Context: an optimization exercise on an open-source flow, tuned for small area, a short achievable clock period and few clock cycles. The choices shown serve that exercise and are no tape-out recipe.
Only simulation tests tie the RTL to the original design; equivalence was not proved.
The flow treats the clock pin as an ideal source, which a real chip does not have.
No activity file was given, so power comes from the tool's default toggle rates.

==> flow/design.v <==
`default_nettype none
package fixed_arith_pkg;
  localparam int FIX_W  = 16;
  localparam int FRAC_W = 8;
  localparam int PROD_W = 32;  
  localparam logic [31:0] REG_OP_A      = 32'h00;
  localparam logic [31:0] REG_OP_B      = 32'h04;
  localparam logic [31:0] REG_SUM       = 32'h08;
  localparam logic [31:0] REG_PROD      = 32'h0C;
  localparam logic [31:0] REG_PROD_FULL = 32'h10;
  localparam logic [1:0] RESP_OKAY = 2'b00;
  typedef logic [FIX_W-1:0] fix_t;
  typedef struct packed {
    fix_t a;  
    fix_t b;  
  } fix_operands_t;
  typedef struct packed {
    fix_t sum;
    logic overflow;  
  } add_result_t;
  typedef struct packed {
    logic [PROD_W-1:0] full;
    fix_t              product;  
    logic              overflow;
    logic              precision_lost;
  } mul_result_t;
endpackage
`default_nettype wire
`default_nettype none
`timescale 1ns/10ps
module fixed_add_unit
(
  input  logic [fixed_arith_pkg::FIX_W-1:0] a,
  input  logic [fixed_arith_pkg::FIX_W-1:0] b,
  output fixed_arith_pkg::add_result_t      add_res
);
  assign {add_res.overflow, add_res.sum} = {1'b0, a} + {1'b0, b};
endmodule
`default_nettype wire
`default_nettype none
`timescale 1ns/10ps
module fixed_mul_unit
(
  input  logic        clk,
  input  logic [15:0] a,
  input  logic [15:0] b,
  input  logic [7:0]  bone,   
  input  logic [7:0]  btwo,   
  output logic [31:0] p,
  output logic        ovf,   
  output logic        prec   
);
  logic bo0, bt0, bn0, bp0_0, bp0_1, bp0_2, bp0_3, bp0_4, bp0_5, bp0_6;
  logic bp0_7, bp0_8, bp0_9, bp0_10, bp0_11, bp0_12, bp0_13, bp0_14, bp0_15, bp0_16;
  logic bs0, bo1, bt1, bn1, bp1_0, bp1_1, bp1_2, bp1_3, bp1_4, bp1_5;
  logic bp1_6, bp1_7, bp1_8, bp1_9, bp1_10, bp1_11, bp1_12, bp1_13, bp1_14, bp1_15;
  logic bp1_16, bs1, bo2, bt2, bn2, bp2_0, bp2_1, bp2_2, bp2_3, bp2_4;
  logic bp2_5, bp2_6, bp2_7, bp2_8, bp2_9, bp2_10, bp2_11, bp2_12, bp2_13, bp2_14;
  logic bp2_15, bp2_16, bs2, bo3, bt3, bn3, bp3_0, bp3_1, bp3_2, bp3_3;
  logic bp3_4, bp3_5, bp3_6, bp3_7, bp3_8, bp3_9, bp3_10, bp3_11, bp3_12, bp3_13;
  logic bp3_14, bp3_15, bp3_16, bs3, bo4, bt4, bn4, bp4_0, bp4_1, bp4_2;
  logic bp4_3, bp4_4, bp4_5, bp4_6, bp4_7, bp4_8, bp4_9, bp4_10, bp4_11, bp4_12;
  logic bp4_13, bp4_14, bp4_15, bp4_16, bs4, bo5, bt5, bn5, bp5_0, bp5_1;
  logic bp5_2, bp5_3, bp5_4, bp5_5, bp5_6, bp5_7, bp5_8, bp5_9, bp5_10, bp5_11;
  logic bp5_12, bp5_13, bp5_14, bp5_15, bp5_16, bs5, bo6, bt6, bn6, bp6_0;
  logic bp6_1, bp6_2, bp6_3, bp6_4, bp6_5, bp6_6, bp6_7, bp6_8, bp6_9, bp6_10;
  logic bp6_11, bp6_12, bp6_13, bp6_14, bp6_15, bp6_16, bs6, bo7, bt7, bn7;
  logic bp7_0, bp7_1, bp7_2, bp7_3, bp7_4, bp7_5, bp7_6, bp7_7, bp7_8, bp7_9;
  logic bp7_10, bp7_11, bp7_12, bp7_13, bp7_14, bp7_15, bp7_16, bs7, bp8_0, bp8_1;
  logic bp8_2, bp8_3, bp8_4, bp8_5, bp8_6, bp8_7, bp8_8, bp8_9, bp8_10, bp8_11;
  logic bp8_12, bp8_13, bp8_14, bp8_15, hs0, hc0, hs1, hc1, fs0, fc0;
  logic hs2, hc2, fs1, fc1, hs3, hc3, fs2, fc2, fs3, fc3;
  logic hs4, hc4, fs4, fc4, fs5, fc5, hs5, hc5, fs6, fc6;
  logic fs7, fc7, fs8, fc8, fs9, fc9, fs10, fc10, fs11, fc11;
  logic fs12, fc12, fs13, fc13, fs14, fc14, fs15, fc15, fs16, fc16;
  logic fs17, fc17, fs18, fc18, fs19, fc19, hs6, hc6, fs20, fc20;
  logic fs21, fc21, fs22, fc22, hs7, hc7, fs23, fc23, hs8, hc8;
  logic hs9, hc9, hs10, hc10, fs24, fc24, hs11, hc11, fs25, fc25;
  logic hs12, hc12, fs26, fc26, fs27, fc27, fs28, fc28, fs29, fc29;
  logic fs30, fc30, fs31, fc31, fs32, fc32, fs33, fc33, fs34, fc34;
  logic fs35, fc35, fs36, fc36, fs37, fc37, fs38, fc38, fs39, fc39;
  logic fs40, fc40, fs41, fc41, fs42, fc42, fs43, fc43, fs44, fc44;
  logic fs45, fc45, fs46, fc46, fs47, fc47, fs48, fc48, fs49, fc49;
  logic fs50, fc50, fs51, fc51, fs52, fc52, fs53, fc53, fs54, fc54;
  logic fs55, fc55, fs56, fc56, fs57, fc57, fs58, fc58, hs13, hc13;
  logic fs59, fc59, hs14, hc14, hs15, hc15, hs16, hc16, fs60, fc60;
  logic fs61, fc61, fs62, fc62, fs63, fc63, fs64, fc64, fs65, fc65;
  logic fs66, fc66, fs67, fc67, fs68, fc68, fs69, fc69, fs70, fc70;
  logic fs71, fc71, fs72, fc72, fs73, fc73, fs74, fc74, fs75, fc75;
  logic fs76, fc76, fs77, fc77, fs78, fc78, fs79, fc79, fs80, fc80;
  logic fs81, fc81, fs82, fc82, fs83, fc83, hs17, hc17, fs84, fc84;
  logic fs85, fc85, fs86, fc86, fs87, fc87, fs88, fc88, fs89, fc89;
  logic fs90, fc90;
  logic [31:0] r0_q;
  logic [31:0] r1_q;
  logic [31:0] r2_q;
  logic hs18, hc18, fs91, fc91, fs92, fc92, fs93, fc93, fs94, fc94;
  logic fs95, fc95, fs96, fc96, fs97, fc97, fs98, fc98, fs99, fc99;
  logic fs100, fc100, fs101, fc101, fs102, fc102, fs103, fc103, fs104, fc104;
  logic fs105, fc105, fs106, fc106, fs107, fc107, fs108, fc108, fs109, fc109;
  logic fs110, fc110, fs111, fc111, fs112, fc112;
  logic [31:0] x, y;
  assign bo0 = bone[0];
  assign bt0 = btwo[0];
  assign bn0 = b[1];
  assign bp0_0 = ((bo0 & a[0])) ^ bn0;
  assign bp0_1 = ((bo0 & a[1]) | (bt0 & a[0])) ^ bn0;
  assign bp0_2 = ((bo0 & a[2]) | (bt0 & a[1])) ^ bn0;
  assign bp0_3 = ((bo0 & a[3]) | (bt0 & a[2])) ^ bn0;
  assign bp0_4 = ((bo0 & a[4]) | (bt0 & a[3])) ^ bn0;
  assign bp0_5 = ((bo0 & a[5]) | (bt0 & a[4])) ^ bn0;
  assign bp0_6 = ((bo0 & a[6]) | (bt0 & a[5])) ^ bn0;
  assign bp0_7 = ((bo0 & a[7]) | (bt0 & a[6])) ^ bn0;
  assign bp0_8 = ((bo0 & a[8]) | (bt0 & a[7])) ^ bn0;
  assign bp0_9 = ((bo0 & a[9]) | (bt0 & a[8])) ^ bn0;
  assign bp0_10 = ((bo0 & a[10]) | (bt0 & a[9])) ^ bn0;
  assign bp0_11 = ((bo0 & a[11]) | (bt0 & a[10])) ^ bn0;
  assign bp0_12 = ((bo0 & a[12]) | (bt0 & a[11])) ^ bn0;
  assign bp0_13 = ((bo0 & a[13]) | (bt0 & a[12])) ^ bn0;
  assign bp0_14 = ((bo0 & a[14]) | (bt0 & a[13])) ^ bn0;
  assign bp0_15 = ((bo0 & a[15]) | (bt0 & a[14])) ^ bn0;
  assign bp0_16 = ((bt0 & a[15])) ^ bn0;
  assign bs0 = ~bn0;
  assign bo1 = bone[1];
  assign bt1 = btwo[1];
  assign bn1 = b[3];
  assign bp1_0 = ((bo1 & a[0])) ^ bn1;
  assign bp1_1 = ((bo1 & a[1]) | (bt1 & a[0])) ^ bn1;
  assign bp1_2 = ((bo1 & a[2]) | (bt1 & a[1])) ^ bn1;
  assign bp1_3 = ((bo1 & a[3]) | (bt1 & a[2])) ^ bn1;
  assign bp1_4 = ((bo1 & a[4]) | (bt1 & a[3])) ^ bn1;
  assign bp1_5 = ((bo1 & a[5]) | (bt1 & a[4])) ^ bn1;
  assign bp1_6 = ((bo1 & a[6]) | (bt1 & a[5])) ^ bn1;
  assign bp1_7 = ((bo1 & a[7]) | (bt1 & a[6])) ^ bn1;
  assign bp1_8 = ((bo1 & a[8]) | (bt1 & a[7])) ^ bn1;
  assign bp1_9 = ((bo1 & a[9]) | (bt1 & a[8])) ^ bn1;
  assign bp1_10 = ((bo1 & a[10]) | (bt1 & a[9])) ^ bn1;
  assign bp1_11 = ((bo1 & a[11]) | (bt1 & a[10])) ^ bn1;
  assign bp1_12 = ((bo1 & a[12]) | (bt1 & a[11])) ^ bn1;
  assign bp1_13 = ((bo1 & a[13]) | (bt1 & a[12])) ^ bn1;
  assign bp1_14 = ((bo1 & a[14]) | (bt1 & a[13])) ^ bn1;
  assign bp1_15 = ((bo1 & a[15]) | (bt1 & a[14])) ^ bn1;
  assign bp1_16 = ((bt1 & a[15])) ^ bn1;
  assign bs1 = ~bn1;
  assign bo2 = bone[2];
  assign bt2 = btwo[2];
  assign bn2 = b[5];
  assign bp2_0 = ((bo2 & a[0])) ^ bn2;
  assign bp2_1 = ((bo2 & a[1]) | (bt2 & a[0])) ^ bn2;
  assign bp2_2 = ((bo2 & a[2]) | (bt2 & a[1])) ^ bn2;
  assign bp2_3 = ((bo2 & a[3]) | (bt2 & a[2])) ^ bn2;
  assign bp2_4 = ((bo2 & a[4]) | (bt2 & a[3])) ^ bn2;
  assign bp2_5 = ((bo2 & a[5]) | (bt2 & a[4])) ^ bn2;
  assign bp2_6 = ((bo2 & a[6]) | (bt2 & a[5])) ^ bn2;
  assign bp2_7 = ((bo2 & a[7]) | (bt2 & a[6])) ^ bn2;
  assign bp2_8 = ((bo2 & a[8]) | (bt2 & a[7])) ^ bn2;
  assign bp2_9 = ((bo2 & a[9]) | (bt2 & a[8])) ^ bn2;
  assign bp2_10 = ((bo2 & a[10]) | (bt2 & a[9])) ^ bn2;
  assign bp2_11 = ((bo2 & a[11]) | (bt2 & a[10])) ^ bn2;
  assign bp2_12 = ((bo2 & a[12]) | (bt2 & a[11])) ^ bn2;
  assign bp2_13 = ((bo2 & a[13]) | (bt2 & a[12])) ^ bn2;
  assign bp2_14 = ((bo2 & a[14]) | (bt2 & a[13])) ^ bn2;
  assign bp2_15 = ((bo2 & a[15]) | (bt2 & a[14])) ^ bn2;
  assign bp2_16 = ((bt2 & a[15])) ^ bn2;
  assign bs2 = ~bn2;
  assign bo3 = bone[3];
  assign bt3 = btwo[3];
  assign bn3 = b[7];
  assign bp3_0 = ((bo3 & a[0])) ^ bn3;
  assign bp3_1 = ((bo3 & a[1]) | (bt3 & a[0])) ^ bn3;
  assign bp3_2 = ((bo3 & a[2]) | (bt3 & a[1])) ^ bn3;
  assign bp3_3 = ((bo3 & a[3]) | (bt3 & a[2])) ^ bn3;
  assign bp3_4 = ((bo3 & a[4]) | (bt3 & a[3])) ^ bn3;
  assign bp3_5 = ((bo3 & a[5]) | (bt3 & a[4])) ^ bn3;
  assign bp3_6 = ((bo3 & a[6]) | (bt3 & a[5])) ^ bn3;
  assign bp3_7 = ((bo3 & a[7]) | (bt3 & a[6])) ^ bn3;
  assign bp3_8 = ((bo3 & a[8]) | (bt3 & a[7])) ^ bn3;
  assign bp3_9 = ((bo3 & a[9]) | (bt3 & a[8])) ^ bn3;
  assign bp3_10 = ((bo3 & a[10]) | (bt3 & a[9])) ^ bn3;
  assign bp3_11 = ((bo3 & a[11]) | (bt3 & a[10])) ^ bn3;
  assign bp3_12 = ((bo3 & a[12]) | (bt3 & a[11])) ^ bn3;
  assign bp3_13 = ((bo3 & a[13]) | (bt3 & a[12])) ^ bn3;
  assign bp3_14 = ((bo3 & a[14]) | (bt3 & a[13])) ^ bn3;
  assign bp3_15 = ((bo3 & a[15]) | (bt3 & a[14])) ^ bn3;
  assign bp3_16 = ((bt3 & a[15])) ^ bn3;
  assign bs3 = ~bn3;
  assign bo4 = bone[4];
  assign bt4 = btwo[4];
  assign bn4 = b[9];
  assign bp4_0 = ((bo4 & a[0])) ^ bn4;
  assign bp4_1 = ((bo4 & a[1]) | (bt4 & a[0])) ^ bn4;
  assign bp4_2 = ((bo4 & a[2]) | (bt4 & a[1])) ^ bn4;
  assign bp4_3 = ((bo4 & a[3]) | (bt4 & a[2])) ^ bn4;
  assign bp4_4 = ((bo4 & a[4]) | (bt4 & a[3])) ^ bn4;
  assign bp4_5 = ((bo4 & a[5]) | (bt4 & a[4])) ^ bn4;
  assign bp4_6 = ((bo4 & a[6]) | (bt4 & a[5])) ^ bn4;
  assign bp4_7 = ((bo4 & a[7]) | (bt4 & a[6])) ^ bn4;
  assign bp4_8 = ((bo4 & a[8]) | (bt4 & a[7])) ^ bn4;
  assign bp4_9 = ((bo4 & a[9]) | (bt4 & a[8])) ^ bn4;
  assign bp4_10 = ((bo4 & a[10]) | (bt4 & a[9])) ^ bn4;
  assign bp4_11 = ((bo4 & a[11]) | (bt4 & a[10])) ^ bn4;
  assign bp4_12 = ((bo4 & a[12]) | (bt4 & a[11])) ^ bn4;
  assign bp4_13 = ((bo4 & a[13]) | (bt4 & a[12])) ^ bn4;
  assign bp4_14 = ((bo4 & a[14]) | (bt4 & a[13])) ^ bn4;
  assign bp4_15 = ((bo4 & a[15]) | (bt4 & a[14])) ^ bn4;
  assign bp4_16 = ((bt4 & a[15])) ^ bn4;
  assign bs4 = ~bn4;
  assign bo5 = bone[5];
  assign bt5 = btwo[5];
  assign bn5 = b[11];
  assign bp5_0 = ((bo5 & a[0])) ^ bn5;
  assign bp5_1 = ((bo5 & a[1]) | (bt5 & a[0])) ^ bn5;
  assign bp5_2 = ((bo5 & a[2]) | (bt5 & a[1])) ^ bn5;
  assign bp5_3 = ((bo5 & a[3]) | (bt5 & a[2])) ^ bn5;
  assign bp5_4 = ((bo5 & a[4]) | (bt5 & a[3])) ^ bn5;
  assign bp5_5 = ((bo5 & a[5]) | (bt5 & a[4])) ^ bn5;
  assign bp5_6 = ((bo5 & a[6]) | (bt5 & a[5])) ^ bn5;
  assign bp5_7 = ((bo5 & a[7]) | (bt5 & a[6])) ^ bn5;
  assign bp5_8 = ((bo5 & a[8]) | (bt5 & a[7])) ^ bn5;
  assign bp5_9 = ((bo5 & a[9]) | (bt5 & a[8])) ^ bn5;
  assign bp5_10 = ((bo5 & a[10]) | (bt5 & a[9])) ^ bn5;
  assign bp5_11 = ((bo5 & a[11]) | (bt5 & a[10])) ^ bn5;
  assign bp5_12 = ((bo5 & a[12]) | (bt5 & a[11])) ^ bn5;
  assign bp5_13 = ((bo5 & a[13]) | (bt5 & a[12])) ^ bn5;
  assign bp5_14 = ((bo5 & a[14]) | (bt5 & a[13])) ^ bn5;
  assign bp5_15 = ((bo5 & a[15]) | (bt5 & a[14])) ^ bn5;
  assign bp5_16 = ((bt5 & a[15])) ^ bn5;
  assign bs5 = ~bn5;
  assign bo6 = bone[6];
  assign bt6 = btwo[6];
  assign bn6 = b[13];
  assign bp6_0 = ((bo6 & a[0])) ^ bn6;
  assign bp6_1 = ((bo6 & a[1]) | (bt6 & a[0])) ^ bn6;
  assign bp6_2 = ((bo6 & a[2]) | (bt6 & a[1])) ^ bn6;
  assign bp6_3 = ((bo6 & a[3]) | (bt6 & a[2])) ^ bn6;
  assign bp6_4 = ((bo6 & a[4]) | (bt6 & a[3])) ^ bn6;
  assign bp6_5 = ((bo6 & a[5]) | (bt6 & a[4])) ^ bn6;
  assign bp6_6 = ((bo6 & a[6]) | (bt6 & a[5])) ^ bn6;
  assign bp6_7 = ((bo6 & a[7]) | (bt6 & a[6])) ^ bn6;
  assign bp6_8 = ((bo6 & a[8]) | (bt6 & a[7])) ^ bn6;
  assign bp6_9 = ((bo6 & a[9]) | (bt6 & a[8])) ^ bn6;
  assign bp6_10 = ((bo6 & a[10]) | (bt6 & a[9])) ^ bn6;
  assign bp6_11 = ((bo6 & a[11]) | (bt6 & a[10])) ^ bn6;
  assign bp6_12 = ((bo6 & a[12]) | (bt6 & a[11])) ^ bn6;
  assign bp6_13 = ((bo6 & a[13]) | (bt6 & a[12])) ^ bn6;
  assign bp6_14 = ((bo6 & a[14]) | (bt6 & a[13])) ^ bn6;
  assign bp6_15 = ((bo6 & a[15]) | (bt6 & a[14])) ^ bn6;
  assign bp6_16 = ((bt6 & a[15])) ^ bn6;
  assign bs6 = ~bn6;
  assign bo7 = bone[7];
  assign bt7 = btwo[7];
  assign bn7 = b[15];
  assign bp7_0 = ((bo7 & a[0])) ^ bn7;
  assign bp7_1 = ((bo7 & a[1]) | (bt7 & a[0])) ^ bn7;
  assign bp7_2 = ((bo7 & a[2]) | (bt7 & a[1])) ^ bn7;
  assign bp7_3 = ((bo7 & a[3]) | (bt7 & a[2])) ^ bn7;
  assign bp7_4 = ((bo7 & a[4]) | (bt7 & a[3])) ^ bn7;
  assign bp7_5 = ((bo7 & a[5]) | (bt7 & a[4])) ^ bn7;
  assign bp7_6 = ((bo7 & a[6]) | (bt7 & a[5])) ^ bn7;
  assign bp7_7 = ((bo7 & a[7]) | (bt7 & a[6])) ^ bn7;
  assign bp7_8 = ((bo7 & a[8]) | (bt7 & a[7])) ^ bn7;
  assign bp7_9 = ((bo7 & a[9]) | (bt7 & a[8])) ^ bn7;
  assign bp7_10 = ((bo7 & a[10]) | (bt7 & a[9])) ^ bn7;
  assign bp7_11 = ((bo7 & a[11]) | (bt7 & a[10])) ^ bn7;
  assign bp7_12 = ((bo7 & a[12]) | (bt7 & a[11])) ^ bn7;
  assign bp7_13 = ((bo7 & a[13]) | (bt7 & a[12])) ^ bn7;
  assign bp7_14 = ((bo7 & a[14]) | (bt7 & a[13])) ^ bn7;
  assign bp7_15 = ((bo7 & a[15]) | (bt7 & a[14])) ^ bn7;
  assign bp7_16 = ((bt7 & a[15])) ^ bn7;
  assign bs7 = ~bn7;
  assign bp8_0 = a[0] & b[15];
  assign bp8_1 = a[1] & b[15];
  assign bp8_2 = a[2] & b[15];
  assign bp8_3 = a[3] & b[15];
  assign bp8_4 = a[4] & b[15];
  assign bp8_5 = a[5] & b[15];
  assign bp8_6 = a[6] & b[15];
  assign bp8_7 = a[7] & b[15];
  assign bp8_8 = a[8] & b[15];
  assign bp8_9 = a[9] & b[15];
  assign bp8_10 = a[10] & b[15];
  assign bp8_11 = a[11] & b[15];
  assign bp8_12 = a[12] & b[15];
  assign bp8_13 = a[13] & b[15];
  assign bp8_14 = a[14] & b[15];
  assign bp8_15 = a[15] & b[15];
  assign hs0 = bn5 ^ bp0_10;
  assign hc0 = bn5 & bp0_10;
  assign hs1 = bp0_11 ^ bp1_9;
  assign hc1 = bp0_11 & bp1_9;
  fixed_fa u_fs0 (.x(bn6), .y(bp0_12), .z(bp1_10), .s(fs0), .c(fc0));
  assign hs2 = bp2_8 ^ bp3_6;
  assign hc2 = bp2_8 & bp3_6;
  fixed_fa u_fs1 (.x(bp0_13), .y(bp1_11), .z(bp2_9), .s(fs1), .c(fc1));
  assign hs3 = bp3_7 ^ bp4_5;
  assign hc3 = bp3_7 & bp4_5;
  fixed_fa u_fs2 (.x(bn7), .y(bp0_14), .z(bp1_12), .s(fs2), .c(fc2));
  fixed_fa u_fs3 (.x(bp2_10), .y(bp3_8), .z(bp4_6), .s(fs3), .c(fc3));
  assign hs4 = bp5_4 ^ bp6_2;
  assign hc4 = bp5_4 & bp6_2;
  fixed_fa u_fs4 (.x(bp0_15), .y(bp1_13), .z(bp2_11), .s(fs4), .c(fc4));
  fixed_fa u_fs5 (.x(bp3_9), .y(bp4_7), .z(bp5_5), .s(fs5), .c(fc5));
  assign hs5 = bp6_3 ^ bp7_1;
  assign hc5 = bp6_3 & bp7_1;
  fixed_fa u_fs6 (.x(bp8_0), .y(bp0_16), .z(bp1_14), .s(fs6), .c(fc6));
  fixed_fa u_fs7 (.x(bp2_12), .y(bp3_10), .z(bp4_8), .s(fs7), .c(fc7));
  fixed_fa u_fs8 (.x(bp5_6), .y(bp6_4), .z(bp7_2), .s(fs8), .c(fc8));
  fixed_fa u_fs9 (.x(bn0), .y(bp8_1), .z(bp1_15), .s(fs9), .c(fc9));
  fixed_fa u_fs10 (.x(bp2_13), .y(bp3_11), .z(bp4_9), .s(fs10), .c(fc10));
  fixed_fa u_fs11 (.x(bp5_7), .y(bp6_5), .z(bp7_3), .s(fs11), .c(fc11));
  fixed_fa u_fs12 (.x(bn0), .y(bp8_2), .z(bp1_16), .s(fs12), .c(fc12));
  fixed_fa u_fs13 (.x(bp2_14), .y(bp3_12), .z(bp4_10), .s(fs13), .c(fc13));
  fixed_fa u_fs14 (.x(bp5_8), .y(bp6_6), .z(bp7_4), .s(fs14), .c(fc14));
  fixed_fa u_fs15 (.x(bs0), .y(bs1), .z(bp8_3), .s(fs15), .c(fc15));
  fixed_fa u_fs16 (.x(bp2_15), .y(bp3_13), .z(bp4_11), .s(fs16), .c(fc16));
  fixed_fa u_fs17 (.x(bp5_9), .y(bp6_7), .z(bp7_5), .s(fs17), .c(fc17));
  fixed_fa u_fs18 (.x(1'b1), .y(bp8_4), .z(bp2_16), .s(fs18), .c(fc18));
  fixed_fa u_fs19 (.x(bp3_14), .y(bp4_12), .z(bp5_10), .s(fs19), .c(fc19));
  assign hs6 = bp6_8 ^ bp7_6;
  assign hc6 = bp6_8 & bp7_6;
  fixed_fa u_fs20 (.x(bs2), .y(bp8_5), .z(bp3_15), .s(fs20), .c(fc20));
  fixed_fa u_fs21 (.x(bp4_13), .y(bp5_11), .z(bp6_9), .s(fs21), .c(fc21));
  fixed_fa u_fs22 (.x(1'b1), .y(bp8_6), .z(bp3_16), .s(fs22), .c(fc22));
  assign hs7 = bp4_14 ^ bp5_12;
  assign hc7 = bp4_14 & bp5_12;
  fixed_fa u_fs23 (.x(bs3), .y(bp8_7), .z(bp4_15), .s(fs23), .c(fc23));
  assign hs8 = 1'b1 ^ bp8_8;
  assign hc8 = 1'b1 & bp8_8;
  assign hs9 = bn3 ^ bp0_6;
  assign hc9 = bn3 & bp0_6;
  assign hs10 = bp0_7 ^ bp1_5;
  assign hc10 = bp0_7 & bp1_5;
  fixed_fa u_fs24 (.x(bn4), .y(bp0_8), .z(bp1_6), .s(fs24), .c(fc24));
  assign hs11 = bp2_4 ^ bp3_2;
  assign hc11 = bp2_4 & bp3_2;
  fixed_fa u_fs25 (.x(bp0_9), .y(bp1_7), .z(bp2_5), .s(fs25), .c(fc25));
  assign hs12 = bp3_3 ^ bp4_1;
  assign hc12 = bp3_3 & bp4_1;
  fixed_fa u_fs26 (.x(bp1_8), .y(bp2_6), .z(bp3_4), .s(fs26), .c(fc26));
  fixed_fa u_fs27 (.x(bp4_2), .y(bp5_0), .z(hs0), .s(fs27), .c(fc27));
  fixed_fa u_fs28 (.x(bp2_7), .y(bp3_5), .z(bp4_3), .s(fs28), .c(fc28));
  fixed_fa u_fs29 (.x(bp5_1), .y(hc0), .z(hs1), .s(fs29), .c(fc29));
  fixed_fa u_fs30 (.x(bp4_4), .y(bp5_2), .z(bp6_0), .s(fs30), .c(fc30));
  fixed_fa u_fs31 (.x(hc1), .y(hs2), .z(fs0), .s(fs31), .c(fc31));
  fixed_fa u_fs32 (.x(bp5_3), .y(bp6_1), .z(hc2), .s(fs32), .c(fc32));
  fixed_fa u_fs33 (.x(hs3), .y(fc0), .z(fs1), .s(fs33), .c(fc33));
  fixed_fa u_fs34 (.x(bp7_0), .y(hc3), .z(hs4), .s(fs34), .c(fc34));
  fixed_fa u_fs35 (.x(fc1), .y(fs2), .z(fs3), .s(fs35), .c(fc35));
  fixed_fa u_fs36 (.x(hc4), .y(hs5), .z(fc2), .s(fs36), .c(fc36));
  fixed_fa u_fs37 (.x(fc3), .y(fs4), .z(fs5), .s(fs37), .c(fc37));
  fixed_fa u_fs38 (.x(hc5), .y(fc4), .z(fc5), .s(fs38), .c(fc38));
  fixed_fa u_fs39 (.x(fs6), .y(fs7), .z(fs8), .s(fs39), .c(fc39));
  fixed_fa u_fs40 (.x(fc6), .y(fc7), .z(fc8), .s(fs40), .c(fc40));
  fixed_fa u_fs41 (.x(fs9), .y(fs10), .z(fs11), .s(fs41), .c(fc41));
  fixed_fa u_fs42 (.x(fc9), .y(fc10), .z(fc11), .s(fs42), .c(fc42));
  fixed_fa u_fs43 (.x(fs12), .y(fs13), .z(fs14), .s(fs43), .c(fc43));
  fixed_fa u_fs44 (.x(fs15), .y(fc12), .z(fc13), .s(fs44), .c(fc44));
  fixed_fa u_fs45 (.x(fc14), .y(fs16), .z(fs17), .s(fs45), .c(fc45));
  fixed_fa u_fs46 (.x(fc15), .y(hs6), .z(fc16), .s(fs46), .c(fc46));
  fixed_fa u_fs47 (.x(fc17), .y(fs18), .z(fs19), .s(fs47), .c(fc47));
  fixed_fa u_fs48 (.x(bp7_7), .y(hc6), .z(fc18), .s(fs48), .c(fc48));
  fixed_fa u_fs49 (.x(fc19), .y(fs20), .z(fs21), .s(fs49), .c(fc49));
  fixed_fa u_fs50 (.x(bp6_10), .y(bp7_8), .z(hs7), .s(fs50), .c(fc50));
  fixed_fa u_fs51 (.x(fc20), .y(fc21), .z(fs22), .s(fs51), .c(fc51));
  fixed_fa u_fs52 (.x(bp5_13), .y(bp6_11), .z(bp7_9), .s(fs52), .c(fc52));
  fixed_fa u_fs53 (.x(hc7), .y(fc22), .z(fs23), .s(fs53), .c(fc53));
  fixed_fa u_fs54 (.x(hs8), .y(bp4_16), .z(bp5_14), .s(fs54), .c(fc54));
  fixed_fa u_fs55 (.x(bp6_12), .y(bp7_10), .z(fc23), .s(fs55), .c(fc55));
  fixed_fa u_fs56 (.x(bs4), .y(bp8_9), .z(hc8), .s(fs56), .c(fc56));
  fixed_fa u_fs57 (.x(bp5_15), .y(bp6_13), .z(bp7_11), .s(fs57), .c(fc57));
  fixed_fa u_fs58 (.x(1'b1), .y(bp8_10), .z(bp5_16), .s(fs58), .c(fc58));
  assign hs13 = bp6_14 ^ bp7_12;
  assign hc13 = bp6_14 & bp7_12;
  fixed_fa u_fs59 (.x(bs5), .y(bp8_11), .z(bp6_15), .s(fs59), .c(fc59));
  assign hs14 = 1'b1 ^ bp8_12;
  assign hc14 = 1'b1 & bp8_12;
  assign hs15 = bn2 ^ bp0_4;
  assign hc15 = bn2 & bp0_4;
  assign hs16 = bp0_5 ^ bp1_3;
  assign hc16 = bp0_5 & bp1_3;
  fixed_fa u_fs60 (.x(bp1_4), .y(bp2_2), .z(bp3_0), .s(fs60), .c(fc60));
  fixed_fa u_fs61 (.x(bp2_3), .y(bp3_1), .z(hc9), .s(fs61), .c(fc61));
  fixed_fa u_fs62 (.x(bp4_0), .y(hc10), .z(hs11), .s(fs62), .c(fc62));
  fixed_fa u_fs63 (.x(hc11), .y(hs12), .z(fc24), .s(fs63), .c(fc63));
  fixed_fa u_fs64 (.x(hc12), .y(fc25), .z(fs26), .s(fs64), .c(fc64));
  fixed_fa u_fs65 (.x(fc26), .y(fs28), .z(fc27), .s(fs65), .c(fc65));
  fixed_fa u_fs66 (.x(fc28), .y(fs30), .z(fc29), .s(fs66), .c(fc66));
  fixed_fa u_fs67 (.x(fc30), .y(fs32), .z(fc31), .s(fs67), .c(fc67));
  fixed_fa u_fs68 (.x(fc32), .y(fs34), .z(fc33), .s(fs68), .c(fc68));
  fixed_fa u_fs69 (.x(fc34), .y(fc35), .z(fs36), .s(fs69), .c(fc69));
  fixed_fa u_fs70 (.x(fc36), .y(fc37), .z(fs38), .s(fs70), .c(fc70));
  fixed_fa u_fs71 (.x(fc38), .y(fc39), .z(fs40), .s(fs71), .c(fc71));
  fixed_fa u_fs72 (.x(fc40), .y(fc41), .z(fs42), .s(fs72), .c(fc72));
  fixed_fa u_fs73 (.x(fc42), .y(fc43), .z(fs44), .s(fs73), .c(fc73));
  fixed_fa u_fs74 (.x(fc44), .y(fc45), .z(fs46), .s(fs74), .c(fc74));
  fixed_fa u_fs75 (.x(fc46), .y(fc47), .z(fs48), .s(fs75), .c(fc75));
  fixed_fa u_fs76 (.x(fs50), .y(fc48), .z(fc49), .s(fs76), .c(fc76));
  fixed_fa u_fs77 (.x(fs52), .y(fc50), .z(fc51), .s(fs77), .c(fc77));
  fixed_fa u_fs78 (.x(fc52), .y(fs54), .z(fc53), .s(fs78), .c(fc78));
  fixed_fa u_fs79 (.x(fs56), .y(fc54), .z(fs57), .s(fs79), .c(fc79));
  fixed_fa u_fs80 (.x(fc56), .y(hs13), .z(fc57), .s(fs80), .c(fc80));
  fixed_fa u_fs81 (.x(bp7_13), .y(hc13), .z(fc58), .s(fs81), .c(fc81));
  fixed_fa u_fs82 (.x(hs14), .y(bp6_16), .z(bp7_14), .s(fs82), .c(fc82));
  fixed_fa u_fs83 (.x(bs6), .y(bp8_13), .z(hc14), .s(fs83), .c(fc83));
  assign hs17 = 1'b1 ^ bp8_14;
  assign hc17 = 1'b1 & bp8_14;
  fixed_fa u_fs84 (.x(bn1), .y(bp0_2), .z(bp1_0), .s(fs84), .c(fc84));
  fixed_fa u_fs85 (.x(fs58), .y(fc79), .z(fs80), .s(fs85), .c(fc85));
  fixed_fa u_fs86 (.x(fs59), .y(fc80), .z(fs81), .s(fs86), .c(fc86));
  fixed_fa u_fs87 (.x(fc59), .y(fs82), .z(fc81), .s(fs87), .c(fc87));
  fixed_fa u_fs88 (.x(bp7_15), .y(fs83), .z(fc82), .s(fs88), .c(fc88));
  fixed_fa u_fs89 (.x(hs17), .y(bp7_16), .z(fc83), .s(fs89), .c(fc89));
  fixed_fa u_fs90 (.x(bs7), .y(bp8_15), .z(hc17), .s(fs90), .c(fc90));
  always_ff @(posedge clk)
  begin
    r0_q[0] <= bn0;
    r1_q[0] <= bp0_0;
    r0_q[1] <= bp0_1;
    r0_q[2] <= fs84;
    r0_q[3] <= bp0_3;
    r1_q[3] <= bp1_1;
    r2_q[3] <= fc84;
    r0_q[4] <= bp1_2;
    r1_q[4] <= bp2_0;
    r2_q[4] <= hs15;
    r0_q[5] <= bp2_1;
    r1_q[5] <= hc15;
    r2_q[5] <= hs16;
    r0_q[6] <= hc16;
    r1_q[6] <= hs9;
    r2_q[6] <= fs60;
    r0_q[7] <= hs10;
    r1_q[7] <= fc60;
    r2_q[7] <= fs61;
    r0_q[8] <= fs24;
    r1_q[8] <= fc61;
    r2_q[8] <= fs62;
    r0_q[9] <= fs25;
    r1_q[9] <= fc62;
    r2_q[9] <= fs63;
    r0_q[10] <= fs27;
    r1_q[10] <= fc63;
    r2_q[10] <= fs64;
    r0_q[11] <= fs29;
    r1_q[11] <= fc64;
    r2_q[11] <= fs65;
    r0_q[12] <= fs31;
    r1_q[12] <= fc65;
    r2_q[12] <= fs66;
    r0_q[13] <= fs33;
    r1_q[13] <= fc66;
    r2_q[13] <= fs67;
    r0_q[14] <= fs35;
    r1_q[14] <= fc67;
    r2_q[14] <= fs68;
    r0_q[15] <= fs37;
    r1_q[15] <= fc68;
    r2_q[15] <= fs69;
    r0_q[16] <= fs39;
    r1_q[16] <= fc69;
    r2_q[16] <= fs70;
    r0_q[17] <= fs41;
    r1_q[17] <= fc70;
    r2_q[17] <= fs71;
    r0_q[18] <= fs43;
    r1_q[18] <= fc71;
    r2_q[18] <= fs72;
    r0_q[19] <= fs45;
    r1_q[19] <= fc72;
    r2_q[19] <= fs73;
    r0_q[20] <= fs47;
    r1_q[20] <= fc73;
    r2_q[20] <= fs74;
    r0_q[21] <= fs49;
    r1_q[21] <= fc74;
    r2_q[21] <= fs75;
    r0_q[22] <= fs51;
    r1_q[22] <= fc75;
    r2_q[22] <= fs76;
    r0_q[23] <= fs53;
    r1_q[23] <= fc76;
    r2_q[23] <= fs77;
    r0_q[24] <= fs55;
    r1_q[24] <= fc77;
    r2_q[24] <= fs78;
    r0_q[25] <= fc55;
    r1_q[25] <= fs79;
    r2_q[25] <= fc78;
    r0_q[26] <= fs85;
    r0_q[27] <= fc85;
    r1_q[27] <= fs86;
    r0_q[28] <= fc86;
    r1_q[28] <= fs87;
    r0_q[29] <= fs88;
    r1_q[29] <= fc87;
    r0_q[30] <= fs89;
    r1_q[30] <= fc88;
    r0_q[31] <= fs90;
    r1_q[31] <= fc89;
  end
  assign r1_q[1] = 1'b0;
  assign r1_q[2] = 1'b0;
  assign r1_q[26] = 1'b0;
  assign r2_q[0] = 1'b0;
  assign r2_q[1] = 1'b0;
  assign r2_q[2] = 1'b0;
  assign r2_q[26] = 1'b0;
  assign r2_q[27] = 1'b0;
  assign r2_q[28] = 1'b0;
  assign r2_q[29] = 1'b0;
  assign r2_q[30] = 1'b0;
  assign r2_q[31] = 1'b0;
  assign hs18 = r0_q[3] ^ r1_q[3];
  assign hc18 = r0_q[3] & r1_q[3];
  fixed_fa u_fs91 (.x(r0_q[4]), .y(r1_q[4]), .z(r2_q[4]), .s(fs91), .c(fc91));
  fixed_fa u_fs92 (.x(r0_q[5]), .y(r1_q[5]), .z(r2_q[5]), .s(fs92), .c(fc92));
  fixed_fa u_fs93 (.x(r0_q[6]), .y(r1_q[6]), .z(r2_q[6]), .s(fs93), .c(fc93));
  fixed_fa u_fs94 (.x(r0_q[7]), .y(r1_q[7]), .z(r2_q[7]), .s(fs94), .c(fc94));
  fixed_fa u_fs95 (.x(r0_q[8]), .y(r1_q[8]), .z(r2_q[8]), .s(fs95), .c(fc95));
  fixed_fa u_fs96 (.x(r0_q[9]), .y(r1_q[9]), .z(r2_q[9]), .s(fs96), .c(fc96));
  fixed_fa u_fs97 (.x(r0_q[10]), .y(r1_q[10]), .z(r2_q[10]), .s(fs97), .c(fc97));
  fixed_fa u_fs98 (.x(r0_q[11]), .y(r1_q[11]), .z(r2_q[11]), .s(fs98), .c(fc98));
  fixed_fa u_fs99 (.x(r0_q[12]), .y(r1_q[12]), .z(r2_q[12]), .s(fs99), .c(fc99));
  fixed_fa u_fs100 (.x(r0_q[13]), .y(r1_q[13]), .z(r2_q[13]), .s(fs100), .c(fc100));
  fixed_fa u_fs101 (.x(r0_q[14]), .y(r1_q[14]), .z(r2_q[14]), .s(fs101), .c(fc101));
  fixed_fa u_fs102 (.x(r0_q[15]), .y(r1_q[15]), .z(r2_q[15]), .s(fs102), .c(fc102));
  fixed_fa u_fs103 (.x(r0_q[16]), .y(r1_q[16]), .z(r2_q[16]), .s(fs103), .c(fc103));
  fixed_fa u_fs104 (.x(r0_q[17]), .y(r1_q[17]), .z(r2_q[17]), .s(fs104), .c(fc104));
  fixed_fa u_fs105 (.x(r0_q[18]), .y(r1_q[18]), .z(r2_q[18]), .s(fs105), .c(fc105));
  fixed_fa u_fs106 (.x(r0_q[19]), .y(r1_q[19]), .z(r2_q[19]), .s(fs106), .c(fc106));
  fixed_fa u_fs107 (.x(r0_q[20]), .y(r1_q[20]), .z(r2_q[20]), .s(fs107), .c(fc107));
  fixed_fa u_fs108 (.x(r0_q[21]), .y(r1_q[21]), .z(r2_q[21]), .s(fs108), .c(fc108));
  fixed_fa u_fs109 (.x(r0_q[22]), .y(r1_q[22]), .z(r2_q[22]), .s(fs109), .c(fc109));
  fixed_fa u_fs110 (.x(r0_q[23]), .y(r1_q[23]), .z(r2_q[23]), .s(fs110), .c(fc110));
  fixed_fa u_fs111 (.x(r0_q[24]), .y(r1_q[24]), .z(r2_q[24]), .s(fs111), .c(fc111));
  fixed_fa u_fs112 (.x(r0_q[25]), .y(r1_q[25]), .z(r2_q[25]), .s(fs112), .c(fc112));
  assign x[0] = r0_q[0];
  assign y[0] = r1_q[0];
  assign x[1] = r0_q[1];
  assign y[1] = 1'b0;
  assign x[2] = r0_q[2];
  assign y[2] = 1'b0;
  assign x[3] = r2_q[3];
  assign y[3] = hs18;
  assign x[4] = hc18;
  assign y[4] = fs91;
  assign x[5] = fc91;
  assign y[5] = fs92;
  assign x[6] = fc92;
  assign y[6] = fs93;
  assign x[7] = fc93;
  assign y[7] = fs94;
  assign x[8] = fc94;
  assign y[8] = fs95;
  assign x[9] = fc95;
  assign y[9] = fs96;
  assign x[10] = fc96;
  assign y[10] = fs97;
  assign x[11] = fc97;
  assign y[11] = fs98;
  assign x[12] = fc98;
  assign y[12] = fs99;
  assign x[13] = fc99;
  assign y[13] = fs100;
  assign x[14] = fc100;
  assign y[14] = fs101;
  assign x[15] = fc101;
  assign y[15] = fs102;
  assign x[16] = fc102;
  assign y[16] = fs103;
  assign x[17] = fc103;
  assign y[17] = fs104;
  assign x[18] = fc104;
  assign y[18] = fs105;
  assign x[19] = fc105;
  assign y[19] = fs106;
  assign x[20] = fc106;
  assign y[20] = fs107;
  assign x[21] = fc107;
  assign y[21] = fs108;
  assign x[22] = fc108;
  assign y[22] = fs109;
  assign x[23] = fc109;
  assign y[23] = fs110;
  assign x[24] = fc110;
  assign y[24] = fs111;
  assign x[25] = fc111;
  assign y[25] = fs112;
  assign x[26] = r0_q[26];
  assign y[26] = fc112;
  assign x[27] = r0_q[27];
  assign y[27] = r1_q[27];
  assign x[28] = r0_q[28];
  assign y[28] = r1_q[28];
  assign x[29] = r0_q[29];
  assign y[29] = r1_q[29];
  assign x[30] = r0_q[30];
  assign y[30] = r1_q[30];
  assign x[31] = r0_q[31];
  assign y[31] = r1_q[31];
  logic [7:0]  z;
  assign p = x + y;
  assign z[0] = p[24];
  assign z[7:1] = (x[31:25] ^ y[31:25]) ^ (x[30:24] | y[30:24]);
  assign ovf  = |z;
  assign prec = |p[7:0];
endmodule
`default_nettype wire
`default_nettype none
module fixed_fa
(
  input  logic x,
  input  logic y,
  input  logic z,
  output logic s,
  output logic c
);
  assign s = x ^ y ^ z;
  assign c = (x & y) | (x & z) | (y & z);
endmodule
`default_nettype wire
`default_nettype none
`timescale 1ns/10ps
module axil_fixed_regs
#(
  parameter int ADDR_W = 5
)
(
  input  logic              clk,
  input  logic              rst_n,
  input  logic [ADDR_W-1:0] awaddr,
  input  logic              awvalid,
  output logic              awready,
  input  logic [31:0]       wdata,
  input  logic [3:0]        wstrb,
  input  logic              wvalid,
  output logic              wready,
  output logic [1:0]        bresp,
  output logic              bvalid,
  input  logic              bready,
  input  logic [ADDR_W-1:0] araddr,
  input  logic              arvalid,
  output logic              arready,
  output logic [31:0]       rdata,
  output logic [1:0]        rresp,
  output logic              rvalid,
  input  logic              rready,
  output fixed_arith_pkg::fix_operands_t operands,
  output logic [7:0]        b_one,      
  output logic [7:0]        b_two,      
  input  fixed_arith_pkg::add_result_t   add_res,
  input  logic [fixed_arith_pkg::PROD_W-1:0] prod,
  input  logic              prod_ovf,   
  input  logic              prod_prec   
);
  logic        wr_fire;
  logic        wr_op_a;
  logic        wr_op_b;
  logic        wr_op_q;
  logic        wr_b_lo;
  logic        wr_b_hi;
  logic [15:0] b_next;
  logic [16:0] bw;        
  logic [16:0] bn;        
  logic [7:0]  one_w;
  logic [7:0]  two_w;
  logic        one_n4;
  logic        two_n4;
  logic        rd_fire;
  logic [31:0] rd_map;
  assign awready = ~bvalid;
  assign wready  = ~bvalid;
  assign wr_fire = awvalid & wvalid & ~bvalid;
  assign wr_op_a = wr_fire & (awaddr[ADDR_W-1:2] == fixed_arith_pkg::REG_OP_A[ADDR_W-1:2]);
  assign wr_op_b = wr_fire & (awaddr[ADDR_W-1:2] == fixed_arith_pkg::REG_OP_B[ADDR_W-1:2]);
  assign bresp   = fixed_arith_pkg::RESP_OKAY;
  assign wr_b_lo = wr_op_b & wstrb[0];
  assign wr_b_hi = wr_op_b & wstrb[1];
  assign b_next  = {wr_b_hi ? wdata[15:8] : operands.b[15:8], wr_b_lo ? wdata[7:0] : operands.b[7:0]};
  assign bw      = {wdata[15:0], 1'b0};
  assign bn      = {b_next, 1'b0};
  always_comb
  begin
    for (int k = 0; k < 8; k++)
    begin
      one_w[k] = bw[2*k+1] ^ bw[2*k];
      two_w[k] = bw[2*k+2] ? ~(bw[2*k+1] | bw[2*k]) : (bw[2*k+1] & bw[2*k]);
    end
  end
  assign one_n4 = bn[9] ^ bn[8];
  assign two_n4 = bn[10] ? ~(bn[9] | bn[8]) : (bn[9] & bn[8]);
  always_ff @(posedge clk or negedge rst_n)
  begin
    if (!rst_n)
    begin
      bvalid   <= 1'b0;
      wr_op_q  <= 1'b0;
      operands <= '0;
      b_one    <= '0;
      b_two    <= '0;
    end
    else
    begin
      if (wr_fire)
        bvalid <= 1'b1;
      else if (bready)
        bvalid <= 1'b0;
      wr_op_q <= wr_op_a | wr_op_b;
      if (wr_op_a & wstrb[0]) operands.a[7:0]  <= wdata[7:0];
      if (wr_op_a & wstrb[1]) operands.a[15:8] <= wdata[15:8];
      if (wr_op_b & wstrb[0]) operands.b[7:0]  <= wdata[7:0];
      if (wr_op_b & wstrb[1]) operands.b[15:8] <= wdata[15:8];
      if (wr_b_lo)
      begin
        b_one[3:0] <= one_w[3:0];
        b_two[3:0] <= two_w[3:0];
      end
      if (wr_b_hi)
      begin
        b_one[7:5] <= one_w[7:5];
        b_two[7:5] <= two_w[7:5];
      end
      if (wr_b_lo | wr_b_hi)
      begin
        b_one[4] <= one_n4;
        b_two[4] <= two_n4;
      end
    end
  end
  assign arready = ~rvalid & ~wr_op_q;
  assign rd_fire = arvalid & arready;
  assign rresp   = fixed_arith_pkg::RESP_OKAY;
  always_comb
  begin
    case (araddr[ADDR_W-1:2])
      3'd2:    rd_map = {15'd0, add_res.overflow, add_res.sum};
      3'd3:    rd_map = {14'd0, prod_prec, prod_ovf, prod[23:8]};
      3'd4:    rd_map = prod;
      default: rd_map = 32'd0;  
    endcase
  end
  always_ff @(posedge clk or negedge rst_n)
  begin
    if (!rst_n)
      rvalid <= 1'b0;
    else if (rd_fire)
      rvalid <= 1'b1;
    else if (rready)
      rvalid <= 1'b0;
  end
  always_ff @(posedge clk)
  begin
    if (!rvalid)
      rdata <= rd_map;
  end
endmodule
`default_nettype wire
`default_nettype none
`timescale 1ns/10ps
module fixed_arith_top
#(
  parameter int ADDR_W = 5
)
(
  input  logic              clk,
  input  logic              rst_n,
  input  logic [ADDR_W-1:0] awaddr,
  input  logic              awvalid,
  output logic              awready,
  input  logic [31:0]       wdata,
  input  logic [3:0]        wstrb,
  input  logic              wvalid,
  output logic              wready,
  output logic [1:0]        bresp,
  output logic              bvalid,
  input  logic              bready,
  input  logic [ADDR_W-1:0] araddr,
  input  logic              arvalid,
  output logic              arready,
  output logic [31:0]       rdata,
  output logic [1:0]        rresp,
  output logic              rvalid,
  input  logic              rready
);
  fixed_arith_pkg::fix_operands_t     operands;
  fixed_arith_pkg::add_result_t       add_res;
  logic [fixed_arith_pkg::PROD_W-1:0] prod;
  logic                               prod_ovf;
  logic [7:0]                         b_one;
  logic [7:0]                         b_two;
  logic                               prod_prec;
  axil_fixed_regs #(
    .ADDR_W (ADDR_W)
  ) u_regs (
    .clk       (clk),
    .rst_n     (rst_n),
    .awaddr    (awaddr),
    .awvalid   (awvalid),
    .awready   (awready),
    .wdata     (wdata),
    .wstrb     (wstrb),
    .wvalid    (wvalid),
    .wready    (wready),
    .bresp     (bresp),
    .bvalid    (bvalid),
    .bready    (bready),
    .araddr    (araddr),
    .arvalid   (arvalid),
    .arready   (arready),
    .rdata     (rdata),
    .rresp     (rresp),
    .rvalid    (rvalid),
    .rready    (rready),
    .operands  (operands),
    .b_one     (b_one),
    .b_two     (b_two),
    .add_res   (add_res),
    .prod      (prod),
    .prod_ovf  (prod_ovf),
    .prod_prec (prod_prec)
  );
  fixed_add_unit u_add (
    .a       (operands.a),
    .b       (operands.b),
    .add_res (add_res)
  );
  fixed_mul_unit u_mul (
    .clk (clk),
    .a   (operands.a),
    .b    (operands.b),
    .bone (b_one),
    .btwo (b_two),
    .p    (prod),
    .ovf  (prod_ovf),
    .prec (prod_prec)
  );
endmodule
`default_nettype wire
==> flow/flow/run.sh <==
#!/bin/bash
# The standard layout with two changes:
#  - the smallest plain buffer on each port, in place of the delay buffer
#    ORFS's buffer_ports picks by default;
#  - after CTS, useful clock skew between the multiplier's pipeline stages
#    (flow/skew.tcl): the operand registers get their clock early and the
#    rdata registers late. Then the standard flow goes on from global routing.
set -euo pipefail
here=$(pwd)
res=$here/orfs/results/sky130hd/fixed_arith_top/base
bufs="BUFFER_PORTS_ARGS=-buffer_cell sky130_fd_sc_hd__buf_1"
source flow/skew.env
bash standard.sh "$bufs" SETUP_SLACK_MARGIN=$MARGIN_CTS cts > standard_cts.log 2>&1
cp $res/4_cts.odb $here/4_cts_noskew.odb
ODB_IN=$here/4_cts_noskew.odb SDC_IN=$res/4_cts.sdc ODB_OUT=$res/4_cts.odb \
  openroad -no_init -exit flow/skew.tcl > skew.log 2>&1
rm -f $here/4_cts_noskew.odb
bash standard.sh "$bufs" SETUP_SLACK_MARGIN=$MARGIN_ROUTE finish > standard_finish.log 2>&1
==> flow/flow/skew.env <==
# settings of flow/run.sh and flow/skew.tcl
export MARGIN_CTS=2.5
export MARGIN_ROUTE=2.9
export LATE_SPECS='{{u_regs.rdata*} sky130_fd_sc_hd__clkbuf_4 4 8}'
export EARLY_PAT="u_regs.operands* u_regs.b_one* u_regs.b_two*"
export EARLY_BUF=sky130_fd_sc_hd__clkbuf_16
export EARLY_N=2
export CLK_NET=clk
==> flow/flow/skew.tcl <==
set plat $::env(FLOW_HOME)/platforms/sky130hd
read_lef $plat/lef/sky130_fd_sc_hd.tlef
read_lef $plat/lef/sky130_fd_sc_hd_merged.lef
read_liberty $plat/lib/sky130_fd_sc_hd__tt_025C_1v80.lib
read_db $::env(ODB_IN)
read_sdc $::env(SDC_IN)
source $plat/setRC.tcl
set_propagated_clock [all_clocks]
estimate_parasitics -placement
puts "=== before"
report_worst_slack -max
report_worst_slack -min
report_checks -path_delay max -format end -group_path_count 6

set db [ord::get_db]
set block [ord::get_db_block]

proc by_x {a b} { expr {[lindex [$a getLocation] 0] - [lindex [$b getLocation] 0]} }

proc centroid {insts} {
  set sx 0; set sy 0
  foreach i $insts { set loc [$i getLocation]; set sx [expr {$sx + [lindex $loc 0]}]; set sy [expr {$sy + [lindex $loc 1]}] }
  return [list [expr {$sx / [llength $insts]}] [expr {$sy / [llength $insts]}]]
}

proc matches {name pats} {
  foreach p $pats { if {[string match $p $name]} { return 1 } }
  return 0
}

proc regs_matching {block pats} {
  set out {}
  foreach inst [$block getInsts] {
    if {![matches [$inst getName] $pats]} { continue }
    set it [$inst findITerm CLK]
    if {$it == "NULL" || $it == ""} { continue }
    lappend out $inst
  }
  return $out
}

proc add_buf {block master name drvnet x y} {
  set buf [odb::dbInst_create $block $master $name]
  $buf setLocation $x $y
  $buf setPlacementStatus PLACED
  set net [odb::dbNet_create $block "${name}_clk"]
  $net setSigType CLOCK
  [$buf findITerm A] connect $drvnet
  [$buf findITerm X] connect $net
  return $net
}

proc move_clk {insts net} {
  foreach i $insts {
    set it [$i findITerm CLK]
    $it disconnect
    $it connect $net
  }
}

# late registers, grouped by the CTS leaf net that clocks them. LATE_SPECS is
# a list of {patterns buffer chain max_group}: each group of at most max_group
# registers of a leaf net gets a chain of chain buffers.
set k 0
foreach spec $::env(LATE_SPECS) {
  lassign $spec pats bufname chain maxg
  set master [$db findMaster $bufname]
  array unset groups
  array set groups {}
  foreach inst [regs_matching $block $pats] {
    lappend groups([[[$inst findITerm CLK] getNet] getName]) $inst
  }
  foreach netname [lsort [array names groups]] {
    set oldnet [$block findNet $netname]
    set all [lsort -command by_x $groups($netname)]
    set ng [expr {int(ceil(double([llength $all]) / $maxg))}]
    set per [expr {int(ceil(double([llength $all]) / $ng))}]
    for {set g 0} {$g < $ng} {incr g} {
      set insts [lrange $all [expr {$g * $per}] [expr {($g + 1) * $per - 1}]]
      lassign [centroid $insts] x y
      set drv $oldnet
      for {set c 0} {$c < $chain} {incr c} {
        set drv [add_buf $block $master "skew_late_${k}_$c" $drv $x $y]
      }
      move_clk $insts $drv
      puts "late group $k ($pats): [llength $insts] registers from $netname"
      incr k
    }
  }
}

# early registers, split by position among EARLY_N buffers on the port's net
set early [lsort -command by_x [regs_matching $block $::env(EARLY_PAT)]]
set clknet [$block findNet $::env(CLK_NET)]
set n $::env(EARLY_N)
set per [expr {int(ceil(double([llength $early]) / $n))}]
for {set g 0} {$g < $n} {incr g} {
  set grp [lrange $early [expr {$g * $per}] [expr {($g + 1) * $per - 1}]]
  if {[llength $grp] == 0} { continue }
  lassign [centroid $grp] x y
  set net [add_buf $block [$db findMaster $::env(EARLY_BUF)] "skew_early_$g" $clknet $x $y]
  move_clk $grp $net
  puts "early group $g: [llength $grp] registers"
}

global_connect
detailed_placement
check_placement
estimate_parasitics -placement
puts "=== after"
report_worst_slack -max
report_worst_slack -min
report_checks -path_delay max -format end -group_path_count 6
report_clock_skew
write_db $::env(ODB_OUT)
==> flow/standard.sh <==
#!/bin/bash
# synth_recipe.tcl (not shown) runs the flow's synth.tcl, then flattens the netlist and writes it again
# the make line also repeats each setting of config.mk as NAME=value (left out here)
make -C /OpenROAD-flow-scripts/flow DESIGN_CONFIG=/design/flow/config.mk WORK_HOME=/design/flow/orfs CLKGATE_MAP_FILE= SYNTH_SCRIPT=/design/flow/synth_recipe.tcl "${@:-finish}"
==> flow/config.mk <==
export PLATFORM = sky130hd
export DESIGN_NAME = fixed_arith_top
export DESIGN_NICKNAME = fixed_arith_top
export VERILOG_FILES = /design/flow/design.v
export SDC_FILE = /design/flow/constraint.sdc
export NUM_CORES = 4
export LEC_CHECK = 0
export CAP_MARGIN = 20
export CORE_MARGIN = 2
export CORE_UTILIZATION = 65
export CTS_BUF_LIST = sky130_fd_sc_hd__clkbuf_8
export SETUP_SLACK_MARGIN = 2.5
export SLEW_MARGIN = 20
export SYNTH_HIERARCHICAL = 1
export SYNTH_MINIMUM_KEEP_SIZE = 0
==> flow/constraint.sdc <==
create_clock -name core_clock -period 5.5 [get_ports {clk}]
set_input_delay 1.1000 -clock core_clock [delete_from_list [all_inputs] [get_ports {clk}]]
set_output_delay 1.1000 -clock core_clock [all_outputs]
set_load 0.01 [all_outputs]
==> run notes, run 1 <==
- Number of DRC markers in iteration 0: 935
- Max-slew violations: 0
- Hold Path Sink: u_regs.rdata[0]
- Crit Reg-Reg Endpoint: u_mul.r2_q[16]
- Area leader, netlist: fa_1
- Num CTS Buffers: 17
- Reg-to-reg slack, setup: ~2.9 ns
- CP endpoint kind: flop
- GPL Wtd Cong: between 0.9 and 1
- Via-to-Cell Ratio: 6.213
- GR Overflow Total: 0
- Final number of hold-violating endpoints: 0
- DIE WIDTH: between 100 and 150 microns
- Final min period: approximately 2.6 ns
- Hold Crit Depth: 3
- Syn Inst Count: roughly 1300
- Crit Path Max Fanout: 17
- DRC Markers: 0
- Number of global-route vias before repair: around 10000
- Buffers on Ports: 67
- VDD IR max: 433.3 uV
- Non-Filler Instances: 1601
- # nets final: 1566
- Worst r2r src: u_regs.b_two[2]
- Syn. warnings: 20
- Yosys top cell area share: 0.1706
- Global-route wire length before repair: roughly 54000 microns
- Synth top area cells: fa_1 (17%), dfxtp_1 (13%), xnor2_1 (10%)
- Drt total wl: between 30000 and 40000 microns
- Rows: 52
- Hold Startpoint: u_mul.r1_q[0]
- Initial Utilization: 0.6610
- FF+latch count, synth: 166
- Place WS: 2.175 ns
- N_diodes: 0
- Commonest cells after routing, fill and taps aside: xnor2_1 (157), a22oi_1 (120), fa_1 (114)
- Most used flip-flop cell after synthesis: dfxtp_1
- Fraction of registers with async set/reset: 0.3012
- Clock skew: approximately 0.80 ns
- Height of the chip: 147.5 microns
- Slew HR: 0.4967
- TritonCTS clock tree: done
- Area Growth Syn to Fin: 8.092%
- Max Freq: 386.2 MHz
- Clock transition at path regs: 0.09 ns
- Fin area: between 10000 and 15000 sq um
- Max-cap violation count: 0
- Pleak: 5.998 nW
- RSZ-0062 raised after global routing: true
- Largest net degree at the start of global routing: 51
- Period Utilization, post-route: 0.4708
- Detailed Routing Iterations Pass 1: 5
- Total track usage: 0.3167
- Setup Crit Path Kind: flop to flop
- Pwr Density: ~680 nW/um^2
- Detailed-route via count: 9947
- Slew @ Worst Pin: between 0.7 and 0.8 ns
- Sequential cell area fraction in the yosys report: 0.2911
- Clock sinks: 166
- CP required: 5.83 ns
- Class of the worst hold path: flop to flop
- Leading cell type in the layout, fill and taps excluded: xnor2_1
- Antenna viol nets, final: 0
- Placed cell areas: 13600 sq um
- Core ar.: 20230 sq um
- Ports: 94
- Library cells used by synthesis: ~80
- Hpwl dp: 22720 microns
- CP startpoint kind: flop
- Final setup fails: 0
- Worst-Skew Late Latency: between 0.9 and 1 ns
- Min Hold Slack: 0.2207 ns
- Post-synth EDFFs: 32
- Wire per inst: 20.56 microns
- Setup WS post-layout: 2.911 ns
- Die ar.: 21740 sq um
- Root buffer cell: clkbuf_8
- CP arrival: 2.92 ns
- Worst reg2reg path depth: 5
- Cell count after placement: 1535
- Layout cells sized above 1: 0.1443
- Status: complete, no violations
- Syn Area/Cell: 10.32 sq um
- Syn Std Cell Area: 13380 sq um
- Clock buffer depth: 2
- Number of antenna violations at the first check in global routing: 0
- H-tree depth: 4
- Setup tns final: 0 ns
-- layer usage --
layer,share of wire,vias to the layer above,GRT usage
li1,-,4552,-
met2,0.46,469,0.4911
met5,0,-,0
met4,0.022,0,0.1192
met3,0.075,68,0.05370
met1,0.44,4858,0.4513
-- state kept, by name (all words and copies together) (netlist names) --
register,count
u_mul.r0_q,32
u_regs.rdata,32
u_regs.operands,31
u_mul.r1_q,29
u_mul.r2_q,23
u_regs.b_one,8
u_regs.b_two,8
u_regs.bvalid,1
u_regs.rvalid,1
u_regs.wr_op_q,1
-- final cells by class --
| cell class | instances | area [sq um] |
|---|---|---|
| multi-input cells | 964 | 8919 |
| fillers | 1537 | 5777 |
| flip-flops and latches | 166 | 3930 |
| repair buffers | 90 | 441.7 |
| well taps | 270 | 337.8 |
| clock buffers | 17 | 234.0 |
| plain buffers | 26 | 230.2 |
| inverters | 53 | 198.9 |
| clock inverters | 15 | 166.4 |
-- how the worst max path moves through the flow --
stage,end,cells past startpoint,slack (ns),startpoint
floorplan,u_mul.r2_q[18],6,2.57,u_regs.operands[13]
global placement,u_regs.rdata[16],10,2.19,u_mul.r1_q[10]
detailed placement,u_regs.rdata[16],10,2.17,u_mul.r1_q[10]
CTS,u_regs.rdata[16],10,2.43,u_mul.r1_q[10]
global route,u_regs.rdata[12],10,2.85,u_mul.r1_q[7]
finish,u_mul.r2_q[16],5,2.91,u_regs.b_two[2]
-- synthesized netlist by cell type, types with 21 or more instances --
cell        n
inv_1      53
fa_1      114
a21oi_1    34
and2_1     31
mux2i_1    25
mux2_2     24
ha_1       81
xnor2_1   157
clkbuf_1   83
dfrtp_1    50
nor2_1     21
buf_2      25
a22oi_1   120
xor2_1     23
dfxtp_1    84
o21ai_0    53
edfxtp_1   32
nand2_1    96
-- worst max-delay path: stages, from the launching register on --
cell and delay [ns]:
dfrtp_1 0.84, a22oi_1 0.17, xnor2_1 0.27, fa_1 0.49, fa_1 0.47, fa_1 0.52
-- kinds of logic after synthesis --
| family | synth area share |
|---|---|
| flip-flops | 0.2911 |
| XOR/XNOR | 0.1179 |
| other | 0.0005615 |
| adder cells (fa/ha/maj) | 0.2464 |
| AND/OR/NAND/NOR | 0.08588 |
| AO/OA/AOI/OAI | 0.1667 |
| multiplexers | 0.03891 |
| buffers and inverters | 0.05257 |
-- what timing repair did --
| item | CTS | global route |
|---|---|---|
| hold buffers | 0 | 0 |
| hold endpoints to repair | 0 | 0 |
| setup buffers | 5 | 3 |
| setup endpoints to repair | 14 | 48 |
| gates resized for setup | 19 | 46 |
| pin swaps | 7 | 10 |
-- modules after synthesis (local to each module, per instance), excerpt --
module	cell area (sq um)	flip-flops and latches	copies in the design	cells inside
fixed_mul_unit	6548	84	1	770
fixed_fa	20.02	0	113	1
fixed_add_unit	855.8	0	1	110
-- metrics by stage --
step           total power [mW]    util
2_1_floorplan             6.587       -
3_3_place_gp              8.069  0.6720
3_5_place_dp              8.183  0.6720
4_1_cts                   9.308  0.6980
5_1_grt                   10.65  0.7145
6_report                  9.866  0.7145
-- report_power, final --
group          leakage [nW]  switching [mW]  internal (mW)
clock network         0.336           0.554          0.672
registers              1.65           0.496           1.76
logic                  4.01            3.69           2.70
total                  6.00            4.74           5.13
Testbench counts, summed over its fixed seeds: cycles 7,706.
==> inputs of run 2 (changes only) <==
==> flow/flow/skew.env (replaced) <==
# settings of flow/run.sh and flow/skew.tcl
export MARGIN_CTS=2.5
export MARGIN_ROUTE=3.0
export LATE_SPECS='{{u_regs.rdata*} sky130_fd_sc_hd__clkbuf_4 4 8}'
export EARLY_PAT="u_regs.operands* u_regs.b_one* u_regs.b_two*"
export EARLY_BUF=sky130_fd_sc_hd__clkbuf_16
export EARLY_N=2
export CLK_NET=clk
==> run notes, run 2 <==
- Setup WS post-layout: 2.937 ns
- Fill count: 1516
- Height of the chip: between 100 and 150 microns
- Syn Std Cell Area: roughly 13000 sq um
- Setup tns final: 0 ns
- Global-route wire length before repair: between 50000 and 60000 microns
- Pwr Density: between 600 and 700 nW/um^2
- Number of DRC markers in iteration 0: ~970
- Synth top area cells: fa_1 (17%), dfxtp_1 (13%), xnor2_1 (10%)
- RSZ-0062 raised after global routing: true
- Most used flip-flop cell after synthesis: dfxtp_1
- Syn. warnings: 20
- Die ar.: roughly 22000 sq um
- Number of global-route vias before repair: roughly 10000
- CP arrival: between 3 and 4 ns
- CP required: slightly above 6 ns
- Most numerous cell in the Yosys netlist: xnor2_1
- Period Utilization, post-route: 0.4660
- Max-cap violation count: 0
- Total track usage: 0.3167
- Worst-Skew Late Latency: 0.95 ns
- Biggest regs: u_mul.r0_q (32), u_regs.rdata (32), u_regs.operands (31)
- Root buffer cell: clkbuf_8
- Library cells used by synthesis: 78
- Layout cells sized above 1: 0.1732
- Hpwl dp: 22720 microns
- # nets final: 1569
- Max Freq: 390.2 MHz
- Detailed-route via count: 10020
- Clock buffer depth: 2
- Clock sinks: 166
- Via-to-Cell Ratio: 6.248
- Clock skew: 0.7984 ns
- Final setup fails: 0
- Slew @ Worst Pin: 0.6075 ns
- Wire per inst: 20.64 microns
- Status: complete, no violations
- Final min period: 2.563 ns
- Pleak: 6.059 nW
- Place WS: 2.175 ns
- Number of antenna violations at the first check in global routing: 0
- Core ar.: 20230 sq um
- Initial Utilization: 0.6610
- Leading cell type in the layout, fill and taps excluded: xnor2_1
- Largest net degree at the start of global routing: just over 50
- Area leader, netlist: fa_1
- Class of the worst hold path: flop to flop
- Fin area: 14630 sq um
- Final number of hold-violating endpoints: 0
- Final Power: 10.19 mW
- Slew HR: 0.5899
- Placed cell areas: 13600 sq um
- Fraction of registers with async set/reset: 0.3012
- GR Overflow Total: 0
- Yosys top cell area share: 0.1706
- N_diodes: 0
- Crit Path Max Fanout: 14
- Worst reg2reg path depth: 9
- TritonCTS clock tree: done
- Hold Crit Depth: 3
- Sequential cell area fraction in the yosys report: 0.2911
- Area Growth Syn to Fin: 9.364%
- Max-slew violations: 0
- Setup Crit Path Kind: flop to flop
- Most instantiated cells after synthesis: xnor2_1 (157), a22oi_1 (120), fa_1 (114)
- Cell count after placement: 1535
- CP startpoint kind: flop
- Drt total wl: 33110 microns
- VDD IR max: 437.0 uV
- GPL Wtd Cong: 0.9052
- Syn Area/Cell: 10.32 sq um
- FF+latch count, synth: 166
- Buffers on Ports: 67
- Rows: 52
- Num CTS Buffers: 17
- H-tree depth: 4
- Non-Filler Instances: 1604
- DIE WIDTH: 147.5 microns
- Syn Inst Count: 1296
- DRC Markers: 0
- Commonest cells after routing, fill and taps aside: xnor2_1 (154), a22oi_1 (120), fa_1 (112)
- Ports: 94
- Clock transition at path regs: 0.08 ns
- Detailed Routing Iterations Pass 1: 6
- Antenna viol nets, final: 0
- Post-synth EDFFs: 32
- CP endpoint kind: flop
==> run 2: cell count changes in the layout (fill, tap and decap cells not counted), moves of 3 or more <==
cell | previous run | this run
buf_1 | 56 | 44
clkbuf_2 | 11 | 23
ha_1 | 71 | 64
dfrtp_1 | 21 | 17
dfrtp_2 | 29 | 33
ha_4 | 4 | 8
ha_2 | 6 | 9
xnor2_1 | 157 | 154
xnor2_2 | 0 | 3
==> run 2: modules after synthesis, one instance, submodules excluded, excerpt <==
| module | times used | flip-flops and latches |
|---|---|---|
| fixed_mul_unit | 1 | 84 |
| fixed_add_unit | 1 | 0 |
| fixed_fa | 113 | 0 |
==> run 2: per-stage QoR <==
stage / utilization / hold WS [ns]
2_1_floorplan: - / 0.4454
3_3_place_gp: 0.6720 / 0.5243
3_5_place_dp: 0.6720 / 0.5273
4_1_cts: 0.6980 / 0.5618
5_1_grt: 0.7229 / 0.2363
6_report: 0.7229 / 0.2429
==> run 2: layout make-up <==
type | count | area [sq um] | share of cell area
Multi-Input combinational cell | 964 | 9041 | 0.6181
Sequential cell | 166 | 3936 | 0.2691
Timing Repair Buffer | 93 | 483.0 | 0.03302
Tap cell | 270 | 337.8 | 0.02309
Clock buffer | 17 | 234.0 | 0.01600
Buffer | 26 | 230.2 | 0.01574
Inverter | 53 | 198.9 | 0.01360
Clock inverter | 15 | 166.4 | 0.01138
==> run 2: path summary, 6_finish.rpt <==
path                                 from                  to  slack, ns
min in group asynchronous           rst_n       u_regs.rvalid       0.79
hold reg to reg             u_mul.r1_q[0]     u_regs.rdata[0]       0.24
hold / removal              u_mul.r1_q[0]     u_regs.rdata[0]       0.24
max in group asynchronous           rst_n  u_regs.operands[1]       4.01
setup / recovery           u_mul.r1_q[25]    u_regs.rdata[16]       2.94
setup reg to reg           u_mul.r1_q[25]    u_regs.rdata[16]       2.94
==> run 2: worst max-delay path: stages (launching register included) <==
cell and delay [ns]:
dfxtp_1 0.33, fa_1 0.61, inv_1 0.06, ha_2 0.48
xor2_1 0.18, nand4_1 0.15, nor4b_1 0.45, mux2i_2 0.17
mux2i_1 0.21, o21ai_2 0.09
==> run 2: report_power, final <==
| part | internal (mW) | switching, mW | total (mW) |
|---|---|---|---|
| Combinational | 2.92 | 3.79 | 6.70 |
| Sequential | 1.76 | 0.498 | 2.26 |
| Clock | 0.672 | 0.558 | 1.23 |
| Total | 5.35 | 4.84 | 10.2 |
==> run 2: per-layer routing <==
layer  share of wire  global-route usage  wire length, microns
met1            0.44              0.4513                 14540
met2            0.46              0.4911                 15150
met3           0.080             0.05370                  2647
met4           0.024              0.1192                   780
met5               0                   0                     0
==> run 2: cell families (layout without fill, tap and decap cells) <==
group | after synthesis | after routing | share of synthesized area
and+or+nand+nor | 223 | 223 | 0.08588
buffers and inverters | 171 | 204 | 0.05257
other | 2 | 7 | 0.0005615
adders and majority gates | 195 | 195 | 0.2464
AOI/OAI and AO/OA | 310 | 310 | 0.1667
xor gates and xnor gates | 180 | 180 | 0.1179
muxes | 49 | 49 | 0.03891
DFF | 166 | 166 | 0.2911
==> run 2: what timing repair did <==
action	in CTS	in global routing
hold buffers	0	0
pin swaps	7	16
resized for setup	19	89
buffers inserted	5	6
hold endpoints to repair	0	0
endpoints found under the setup margin	14	87
